From an optimization exercise on the open Yosys and OpenROAD flow, aimed at small area and few clock cycles per item; shortcuts taken in it are not production practice. RTL that was checked went through simulation tests only; none was proved equivalent to the original.

main:
==> module fft_bram_pingpong_ctrl, before the edit <==
module fft_bram_pingpong_ctrl #(
    parameter int NUM_CH      = fft_bram_pkg::DEF_NUM_CH,
    parameter int SAMPLE_W    = fft_bram_pkg::DEF_SAMPLE_W,
    parameter int OUT_W       = fft_bram_pkg::DEF_OUT_W,
    parameter int FRAME_BEATS = fft_bram_pkg::DEF_FRAME_BEATS
) (
    input  logic                         clk,
    input  logic                         rst,
    input  logic [NUM_CH*2*SAMPLE_W-1:0] s_axis_tdata,
    input  logic                         s_axis_tvalid,
    input  logic                         s_axis_tlast,
    output logic                         s_axis_tready,
    input  logic                         bank_release,
    output logic [31:0]                  bram_addr,
    output logic [OUT_W-1:0]             bram_din_re,
    output logic [OUT_W-1:0]             bram_din_im,
    output logic [3:0]                   bram_we,
    output logic                         bram_en,
    output logic                         bram_rst,
    output logic                         bank_sel,
    output logic                         frame_done,
    output logic                         err_tlast
);
    localparam int SLICE_W = 2 * SAMPLE_W;
    localparam int WORDS   = FRAME_BEATS * NUM_CH;
    localparam int SLC_W   = fft_bram_pkg::clog2(NUM_CH);
    localparam int WIDX_W  = fft_bram_pkg::clog2(WORDS);
    localparam int BIDX_W  = WIDX_W - SLC_W;
    localparam int WCNT_INIT = (1 << (WIDX_W + 1)) - (NUM_CH - 1);
    logic [WIDX_W:0]     wcnt;
    logic                writing;
    logic [1:0]          owed;        
    logic                last_slice, last_word, new_frame, rel, bank_ok, accept, beat_last;
    logic [BIDX_W-1:0]   bidx;
    logic [SLICE_W-1:0]  cur, head;
    logic                flushing;    
    fft_beat_skid #(.NUM_CH(NUM_CH), .SLICE_W(SLICE_W)) u_skid (
        .clk  (clk),
        .din  (s_axis_tdata),
        .push (accept),
        .head (head)
    );
    assign flushing   = (owed == 2'd3);
    assign bidx       = wcnt[WIDX_W-1:SLC_W];
    assign last_slice = writing && (wcnt[SLC_W-1:0] == SLC_W'(NUM_CH - 1));
    assign last_word  = last_slice && (bidx == BIDX_W'(FRAME_BEATS - 1));
    assign new_frame  = writing ? (bidx == BIDX_W'(FRAME_BEATS - 1)) : (bidx == '0);
    assign rel        = bank_release && (owed != 2'd0);
    assign bank_ok    = !new_frame ||
                        (last_word ? (owed == 2'd0 || (owed == 2'd1 && rel))
                                   : (owed != 2'd2 || rel));
    assign s_axis_tready = !flushing && (!writing || last_slice) && bank_ok;
    assign accept     = s_axis_tvalid && s_axis_tready;
    assign beat_last  = writing ? (bidx == BIDX_W'(FRAME_BEATS - 2)) : (bidx == BIDX_W'(FRAME_BEATS - 1));
    always_ff @(posedge clk or posedge rst) begin
        if (rst) begin
            wcnt       <= (WIDX_W+1)'(WCNT_INIT);
            writing    <= 1'b0;
            owed       <= 2'd3;
            frame_done <= 1'b0;
            err_tlast  <= 1'b0;
        end else begin
            if (writing || flushing) wcnt <= wcnt + 1'b1;
            writing    <= accept || (writing && !last_slice);
            if (flushing) owed <= (wcnt[SLC_W-1:0] == SLC_W'(NUM_CH - 1)) ? 2'd0 : 2'd3;
            else          owed <= owed + {1'b0, last_word} - {1'b0, rel};
            frame_done <= last_word;
            err_tlast  <= accept && (s_axis_tlast != beat_last);
        end
    end
    assign bram_en     = writing;
    assign bram_we     = {4{writing}};
    assign bram_addr   = 32'({wcnt, 2'b00});
    assign bank_sel    = wcnt[WIDX_W];
    assign cur         = wcnt[0] ? head : ~head;
    assign bram_din_re = OUT_W'($signed(cur[SAMPLE_W-1:0]));
    assign bram_din_im = OUT_W'($signed(cur[SLICE_W-1:SAMPLE_W]));
    assign bram_rst    = rst;
endmodule
==> flow/config.mk <==
export PLATFORM = sky130hd
export DESIGN_NAME = fft_bram_pingpong_ctrl
export DESIGN_NICKNAME = fft_bram_pingpong_ctrl
export VERILOG_FILES = /design/flow/design.v
export SDC_FILE = /design/flow/constraint.sdc
export NUM_CORES = 4
export LEC_CHECK = 0
export CAP_MARGIN = 20
export CORE_MARGIN = 2
export CORE_UTILIZATION = 40
export SLEW_MARGIN = 20
==> flow/constraint.sdc <==
create_clock -name core_clock -period 5.0 [get_ports {clk}]
set_input_delay 1.0000 -clock core_clock [delete_from_list [all_inputs] [get_ports {clk}]]
set_output_delay 1.0000 -clock core_clock [all_outputs]
set_load 0.01 [all_outputs]
standard.sh (not shown) runs the stock make flow with config.mk's settings and CLKGATE_MAP_FILE= SYNTH_SCRIPT=/design/flow/synth_recipe.tcl, a recipe that flattens the netlist after the stock synthesis.
==> flow/flow/run.sh <==
#!/bin/bash
# Standard layout with three changes: every logic cell from synthesis is swapped for the
# smallest cell of its function before placement (repair sizes up what timing needs),
# every input and output port gets the smallest buffer, and clock tree synthesis uses
# clkbuf_8 leaves over larger sink clusters, without dummy loads.
set -euo pipefail
RES=orfs/results/$FLOW_PLATFORM/fft_bram_pingpong_ctrl/base
CTS_SIZE=${CTS_SIZE:-20}
bash standard.sh floorplan > standard_floorplan.log 2>&1
IN_ODB=$RES/2_floorplan.odb IN_SDC=$RES/2_floorplan.sdc \
  LIB_FILES=$FLOW_HOME/platforms/$FLOW_PLATFORM/lib/sky130_fd_sc_hd__tt_025C_1v80.lib \
  PLATFORM_DIR=$FLOW_HOME/platforms/$FLOW_PLATFORM \
  openroad -no_init -exit flow/downsize.tcl > downsize.log 2>&1
bash standard.sh "BUFFER_PORTS_ARGS=-buffer_cell sky130_fd_sc_hd__buf_1" \
  "CTS_ARGS=-sink_clustering_enable -repair_clock_nets -buf_list sky130_fd_sc_hd__clkbuf_8 -sink_clustering_size $CTS_SIZE -sink_clustering_max_diameter 60 -dont_use_dummy_load" \
  finish > standard.log 2>&1
==> flow/flow/downsize.tcl <==
# Swap every logic cell of the synthesized netlist for the smallest cell of the same
# function (same name but drive strength); placement and CTS repair fix any timing.
foreach lib $::env(LIB_FILES) { read_liberty $lib }
read_db $::env(IN_ODB)
read_sdc $::env(IN_SDC)
source $::env(PLATFORM_DIR)/setRC.tcl
set n 0
foreach inst [get_cells *] {
  set m [get_property $inst ref_name]
  if {![regexp {^(sky130_fd_sc_hd__[a-z0-9]+)_([0-9]+)$} $m -> base drv]} { continue }
  if {[regexp {tapvpwrvgnd|conb|fill|decap|diode} $base]} { continue }
  set best ""
  set best_area 1e9
  foreach lc [get_lib_cells ${base}_*] {
    set ln [get_name $lc]
    if {![regexp "^${base}_(\[0-9\]+)\$" $ln -> d]} { continue }
    set a [get_property $lc area]
    if {$a < $best_area} { set best $ln; set best_area $a }
  }
  if {$best ne "" && $best ne $m} {
    replace_cell $inst $best
    incr n
  }
}
puts "downsize: swapped $n cells"
write_db $::env(IN_ODB)
main: PASS, flow complete, no timing, DRC or antenna violations
Relative to main, the following input files were edited for the feature branch:
--- a/flow/design.v
+++ b/flow/design.v
@@ -96,7 +96,7 @@
     assign bank_ok    = !new_frame ||
                         (last_word ? (owed == 2'd0 || (owed == 2'd1 && rel))
                                    : (owed != 2'd2 || rel));
-    assign s_axis_tready = !flushing && (!writing || last_slice) && bank_ok;
+    assign s_axis_tready = !rst && !flushing && (!writing || last_slice) && bank_ok;
     assign accept     = s_axis_tvalid && s_axis_tready;
     assign beat_last  = writing ? (bidx == BIDX_W'(FRAME_BEATS - 2)) : (bidx == BIDX_W'(FRAME_BEATS - 1));
     always_ff @(posedge clk or posedge rst) begin
## What came out
Re synthesized-area fraction occupied by ao, oa, aoi and oai cells: main was higher than the feature branch. Fraction of layout cells with a size suffix above 1 was lower in the feature branch than in main. In the feature branch relative to main, area of the die had gone down by a few percent. Going from main to the feature branch, worst hold slack lower; global-route usage went down 3.3 points; fraction of synthesized area in multiplexers now sits higher; sequential area share after synthesis now larger. Number of different library cells in the post-synthesis netlist of the feature branch exceeds that of main by a few percent.
Testbench counts of the feature branch, summed over its fixed seeds: cycles 34,029, beats 4,096.
Only the layout flow was run in main; the RTL was not checked for function there.

-- what the ideal ports hide --
No port has a modelled driver above. Below, the same layouts with a new extraction and two added sets of constraints.
Step 1 assumes that a clkbuf_16 drives the clock port and a buf_2 every other input.
Step 2 also shifts input and output timing later by t, the mid clock arrival at the registers, as if the neighbouring blocks saw the same clock.
a / b / c = ideal / step 1 / step 2; a / b = the first two.
run	shift t [ns]	setup WS [ns]	hold slack, ns	cell pins on the clock port's net
main	0.623	0.889 / 0.845 / 0.978	0.363 / 0.363 / 0.363	1
the feature branch	0.598	1.449 / 1.407 / 1.738	0.328 / 0.328 / 0.328	1
After both steps every run listed still meets setup and hold.
